This is an optimization exercise on Yosys and OpenROAD, whose aim is small area, not a production implementation.
Function was checked by simulation only, so behaviour that the tests miss may differ from the original.
Power and IR drop assume default switching activity.

## blue
==> flow/design.v <==
module inst_buffer #(
  parameter int DEPTH       = 16,
  parameter int FULL_MARGIN = 4
) (
  input  logic        clk,
  input  logic        rst,
  input  logic        flush,
  input  logic        data_ok1,
  input  logic        data_ok2,
  input  logic [31:0] rdata1,
  input  logic [31:0] rdata2,
  input  logic [31:0] raddr1,
  input  logic [31:0] raddr2,
  input  logic [34:0] predict_pkt1,
  input  logic [34:0] predict_pkt2,
  input  logic        dec_stall,
  output logic        instbuffer_full,
  output logic        issue_valid1,
  output logic        issue_valid2,
  output logic [31:0] issue_inst1,
  output logic [31:0] issue_inst2,
  output logic [31:0] issue_addr1,
  output logic [31:0] issue_addr2,
  output logic [34:0] issue_pkt1,
  output logic [34:0] issue_pkt2,
  output logic        overflow_err
);
  localparam int AW = $clog2(DEPTH);
  localparam int CW = AW + 1;
  localparam int HD = DEPTH / 2;
  localparam int W  = 99;
  logic [W-1:0]  bank_e [HD];
  logic [W-1:0]  bank_o [HD];
  logic [AW-1:0] rd_ptr_q, wr_ptr_q;
  logic [CW-1:0] count_q;
  logic          ovf_q;
  logic [1:0]    push_n, acc_n, pop_n;
  logic [CW-1:0] space;
  logic          drop, valid1, valid2, we1, we2;
  logic [AW-1:0] wr_ptr_p1, rd_ptr_p1;
  logic [W-1:0]  in1, in2, wdn_e, wdn_o;
  logic [HD-1:0] sel_e, sel_o, wen_e, wen_o;
  logic [W-1:0]  rd_e, rd_o, out1, out2;
  logic          sel1_e, sel1_o, sel2_e, sel2_o;
  assign in1 = {predict_pkt1, raddr1, rdata1};
  assign in2 = {predict_pkt2, raddr2, rdata2};
  always_comb begin
    push_n    = {1'b0, data_ok1} + {1'b0, data_ok1 & data_ok2};
    space     = CW'(DEPTH) - count_q;
    drop      = {{(CW-2){1'b0}}, push_n} > space;
    acc_n     = drop ? space[1:0] : push_n;
    valid1    = (count_q != '0) & ~dec_stall;
    valid2    = (count_q >= CW'(2)) & ~dec_stall;
    pop_n     = {1'b0, valid1} + {1'b0, valid2};
    wr_ptr_p1 = wr_ptr_q + AW'(1);
    rd_ptr_p1 = rd_ptr_q + AW'(1);
    we1       = ~flush & (acc_n != 2'd0);
    we2       = ~flush & (acc_n == 2'd2);
  end
  always_ff @(posedge clk or negedge rst) begin
    if (!rst) begin
      rd_ptr_q <= '0;
      wr_ptr_q <= '0;
      count_q  <= '0;
      ovf_q    <= 1'b0;
    end else if (flush) begin
      rd_ptr_q <= '0;
      wr_ptr_q <= '0;
      count_q  <= '0;
      ovf_q    <= 1'b0;
    end else begin
      rd_ptr_q <= rd_ptr_q + AW'(pop_n);
      wr_ptr_q <= wr_ptr_q + AW'(acc_n);
      count_q  <= count_q + CW'(acc_n) - CW'(pop_n);
      ovf_q    <= ovf_q | drop;
    end
  end
  for (genvar b = 0; b < W; b++) begin : g_wmux
    ib_mux2i u_we (.a(in1[b]), .b(in2[b]), .s(wr_ptr_q[0]), .y(wdn_e[b]));
    ib_mux2i u_wo (.a(in2[b]), .b(in1[b]), .s(wr_ptr_q[0]), .y(wdn_o[b]));
  end
  always_comb begin
    for (int j = 0; j < HD; j++) begin
      wen_e[j] = (we1 & (wr_ptr_q    == AW'(2*j))) | (we2 & (wr_ptr_p1 == AW'(2*j)));
      wen_o[j] = (we1 & (wr_ptr_q    == AW'(2*j+1))) | (we2 & (wr_ptr_p1 == AW'(2*j+1)));
    end
  end
  always_ff @(posedge clk) begin
    for (int j = 0; j < HD; j++) begin
      if (wen_e[j]) bank_e[j] <= wdn_e;
      if (wen_o[j]) bank_o[j] <= wdn_o;
    end
  end
  always_comb begin
    for (int j = 0; j < HD; j++) begin
      sel_e[j] = ~(rd_ptr_q[0] ? (rd_ptr_p1[AW-1:1] == (AW-1)'(j)) : (rd_ptr_q[AW-1:1] == (AW-1)'(j)));
      sel_o[j] = ~(rd_ptr_q[AW-1:1] == (AW-1)'(j));
    end
    sel1_e = valid1 & ~rd_ptr_q[0];
    sel1_o = valid1 &  rd_ptr_q[0];
    sel2_e = valid2 &  rd_ptr_q[0];
    sel2_o = valid2 & ~rd_ptr_q[0];
  end
  for (genvar b = 0; b < W; b++) begin : g_rd
    logic [3:0] xe, xo;
    for (genvar k = 0; k < HD / 2; k++) begin : g_pair
      ib_oa22n u_e (.a1(sel_e[2*k]), .a2(bank_e[2*k][b]), .b1(sel_e[2*k+1]), .b2(bank_e[2*k+1][b]),
                    .y(xe[k]));
      ib_oa22n u_o (.a1(sel_o[2*k]), .a2(bank_o[2*k][b]), .b1(sel_o[2*k+1]), .b2(bank_o[2*k+1][b]),
                    .y(xo[k]));
    end
    ib_or4   u_e3 (.a(xe[0]), .b(xe[1]), .c(xe[2]), .d(xe[3]), .y(rd_e[b]));
    ib_or4   u_o3 (.a(xo[0]), .b(xo[1]), .c(xo[2]), .d(xo[3]), .y(rd_o[b]));
    ib_ao22  u_s1 (.a1(sel1_e), .a2(rd_e[b]), .b1(sel1_o), .b2(rd_o[b]), .y(out1[b]));
    ib_ao22  u_s2 (.a1(sel2_e), .a2(rd_e[b]), .b1(sel2_o), .b2(rd_o[b]), .y(out2[b]));
  end
  assign issue_valid1    = valid1;
  assign issue_valid2    = valid2;
  assign issue_inst1     = out1[31:0];
  assign issue_addr1     = out1[63:32];
  assign issue_pkt1      = out1[98:64];
  assign issue_inst2     = out2[31:0];
  assign issue_addr2     = out2[63:32];
  assign issue_pkt2      = out2[98:64];
  assign instbuffer_full = (CW'(DEPTH) - count_q) < CW'(FULL_MARGIN);
  assign overflow_err    = ovf_q;
endmodule
module ib_mux2i (input logic a, b, s, output logic y);
  assign y = ~(s ? b : a);
endmodule
module ib_or4 (input logic a, b, c, d, output logic y);
  assign y = a | b | c | d;
endmodule
module ib_oa22n (input logic a1, a2, b1, b2, output logic y);
  assign y = ~((a1 | a2) & (b1 | b2));
endmodule
module ib_ao22 (input logic a1, a2, b1, b2, output logic y);
  assign y = (a1 & a2) | (b1 & b2);
endmodule
clock: 6.0 ns
lec_check: 0
cap_margin: 20
core_margin: 2
core_utilization: 70
place_density: 0.75
slew_margin: 20
synth_hierarchical: 1
synth_minimum_keep_size: 0
standard.sh (not shown) runs the stock make flow with config.mk's settings and CLKGATE_MAP_FILE= SYNTH_SCRIPT=/design/flow/synth_recipe.tcl, a recipe that flattens the netlist after the stock synthesis.
==> flow/flow/run.sh <==
#!/bin/bash
# Standard layout, with each port buffered by the smallest buffer cell and
# clock tree synthesis without dummy loads.
set -euo pipefail
cd "$(dirname "$0")/.."
bash standard.sh \
  'BUFFER_PORTS_ARGS=-buffer_cell sky130_fd_sc_hd__buf_1' \
  'CTS_ARGS=-sink_clustering_enable -repair_clock_nets -sink_clustering_size 24 -sink_clustering_max_diameter 45 -buf_list sky130_fd_sc_hd__clkbuf_8 -dont_use_dummy_load' \
  finish > standard_flow.log 2>&1
#### Input delta (orange over blue)
--- a/flow/design.v
+++ b/flow/design.v
@@ -31,12 +31,13 @@
   localparam int W  = 99;
   logic [W-1:0]  bank_e [HD];
   logic [W-1:0]  bank_o [HD];
   logic [AW-1:0] rd_ptr_q, wr_ptr_q;
   logic [CW-1:0] count_q;
   logic          ovf_q;
+  assign wr_ptr_q = rd_ptr_q + count_q[AW-1:0];
   logic [1:0]    push_n, acc_n, pop_n;
   logic [CW-1:0] space;
   logic          drop, valid1, valid2, we1, we2;
   logic [AW-1:0] wr_ptr_p1, rd_ptr_p1;
   logic [W-1:0]  in1, in2, wdn_e, wdn_o;
   logic [HD-1:0] sel_e, sel_o, wen_e, wen_o;
@@ -57,35 +58,38 @@
     we1       = ~flush & (acc_n != 2'd0);
     we2       = ~flush & (acc_n == 2'd2);
   end
   always_ff @(posedge clk or negedge rst) begin
     if (!rst) begin
       rd_ptr_q <= '0;
-      wr_ptr_q <= '0;
       count_q  <= '0;
       ovf_q    <= 1'b0;
     end else if (flush) begin
       rd_ptr_q <= '0;
-      wr_ptr_q <= '0;
       count_q  <= '0;
       ovf_q    <= 1'b0;
     end else begin
       rd_ptr_q <= rd_ptr_q + AW'(pop_n);
-      wr_ptr_q <= wr_ptr_q + AW'(acc_n);
       count_q  <= count_q + CW'(acc_n) - CW'(pop_n);
       ovf_q    <= ovf_q | drop;
     end
   end
   for (genvar b = 0; b < W; b++) begin : g_wmux
     ib_mux2i u_we (.a(in1[b]), .b(in2[b]), .s(wr_ptr_q[0]), .y(wdn_e[b]));
     ib_mux2i u_wo (.a(in2[b]), .b(in1[b]), .s(wr_ptr_q[0]), .y(wdn_o[b]));
   end
+  logic [AW-2:0] wrow_e, wrow_o;
+  logic          wbe, wbo;
   always_comb begin
+    wrow_o = wr_ptr_q[AW-1:1];
+    wrow_e = wr_ptr_p1[AW-1:1];
+    wbe    = wr_ptr_q[0] ? we2 : we1;
+    wbo    = wr_ptr_q[0] ? we1 : we2;
     for (int j = 0; j < HD; j++) begin
-      wen_e[j] = (we1 & (wr_ptr_q    == AW'(2*j))) | (we2 & (wr_ptr_p1 == AW'(2*j)));
-      wen_o[j] = (we1 & (wr_ptr_q    == AW'(2*j+1))) | (we2 & (wr_ptr_p1 == AW'(2*j+1)));
+      wen_e[j] = wbe & (wrow_e == (AW-1)'(j));
+      wen_o[j] = wbo & (wrow_o == (AW-1)'(j));
     end
   end
   always_ff @(posedge clk) begin
     for (int j = 0; j < HD; j++) begin
       if (wen_e[j]) bank_e[j] <= wdn_e;
       if (wen_o[j]) bank_o[j] <= wdn_o;
Findings:
Compared blue against orange; clock distribution area overhead in the final layout within noise.
From blue to orange the numbers moved as follows: number of clock buffer instances in the layout saw an increase, total power of the final layout saw an increase.
Compared with blue, non-clock buffer count in orange decreased by a few percent.
Synthesized area per cell: blue vs orange — no meaningful difference
Delta (orange minus blue): half-perimeter wire length of the detailed placement result went down by 2.3%, final worst hold slack went down by 0.10 ns, setup slack went up by 0.034 ns, final cell count was more or less identical.
Fmax: orange above blue
On count of mapped cells out of synthesis, orange and blue are neck and neck.
Sequential share of cell area essentially unchanged between blue and orange.

==> static timing again, ports no longer ideal <==
The results above use ideal ports. As a check the final layouts listed here were re-extracted and re-timed, cells and wires unchanged.
Step 1 sets driving cells, clkbuf_16 on the clock port and buf_2 on the other inputs (assumed; they add their load-dependent delay and slew).
Step 2 adds t to the input delays and takes it off the output delays; t is the mean of the earliest and latest rising clock arrival at the registers after step 1. Input paths then give back, and output paths get back, about the clock's delay inside the block.
Three values: ideal ports, drivers, drivers and shift; two values: the first two.
| run | t, ns | slack for setup (ns) | latest minus earliest clock arrival (ns) | worst slew at a driven data input, ns |
|---|---|---|---|---|
| blue | 0.869 | 0.156 / 0.087 / 0.956 | 0.109 / 0.109 | 0.15 |
| orange | 0.869 | 0.190 / 0.117 / 0.986 | 0.104 / 0.104 | 0.13 |
After both steps every run listed still meets setup and hold.
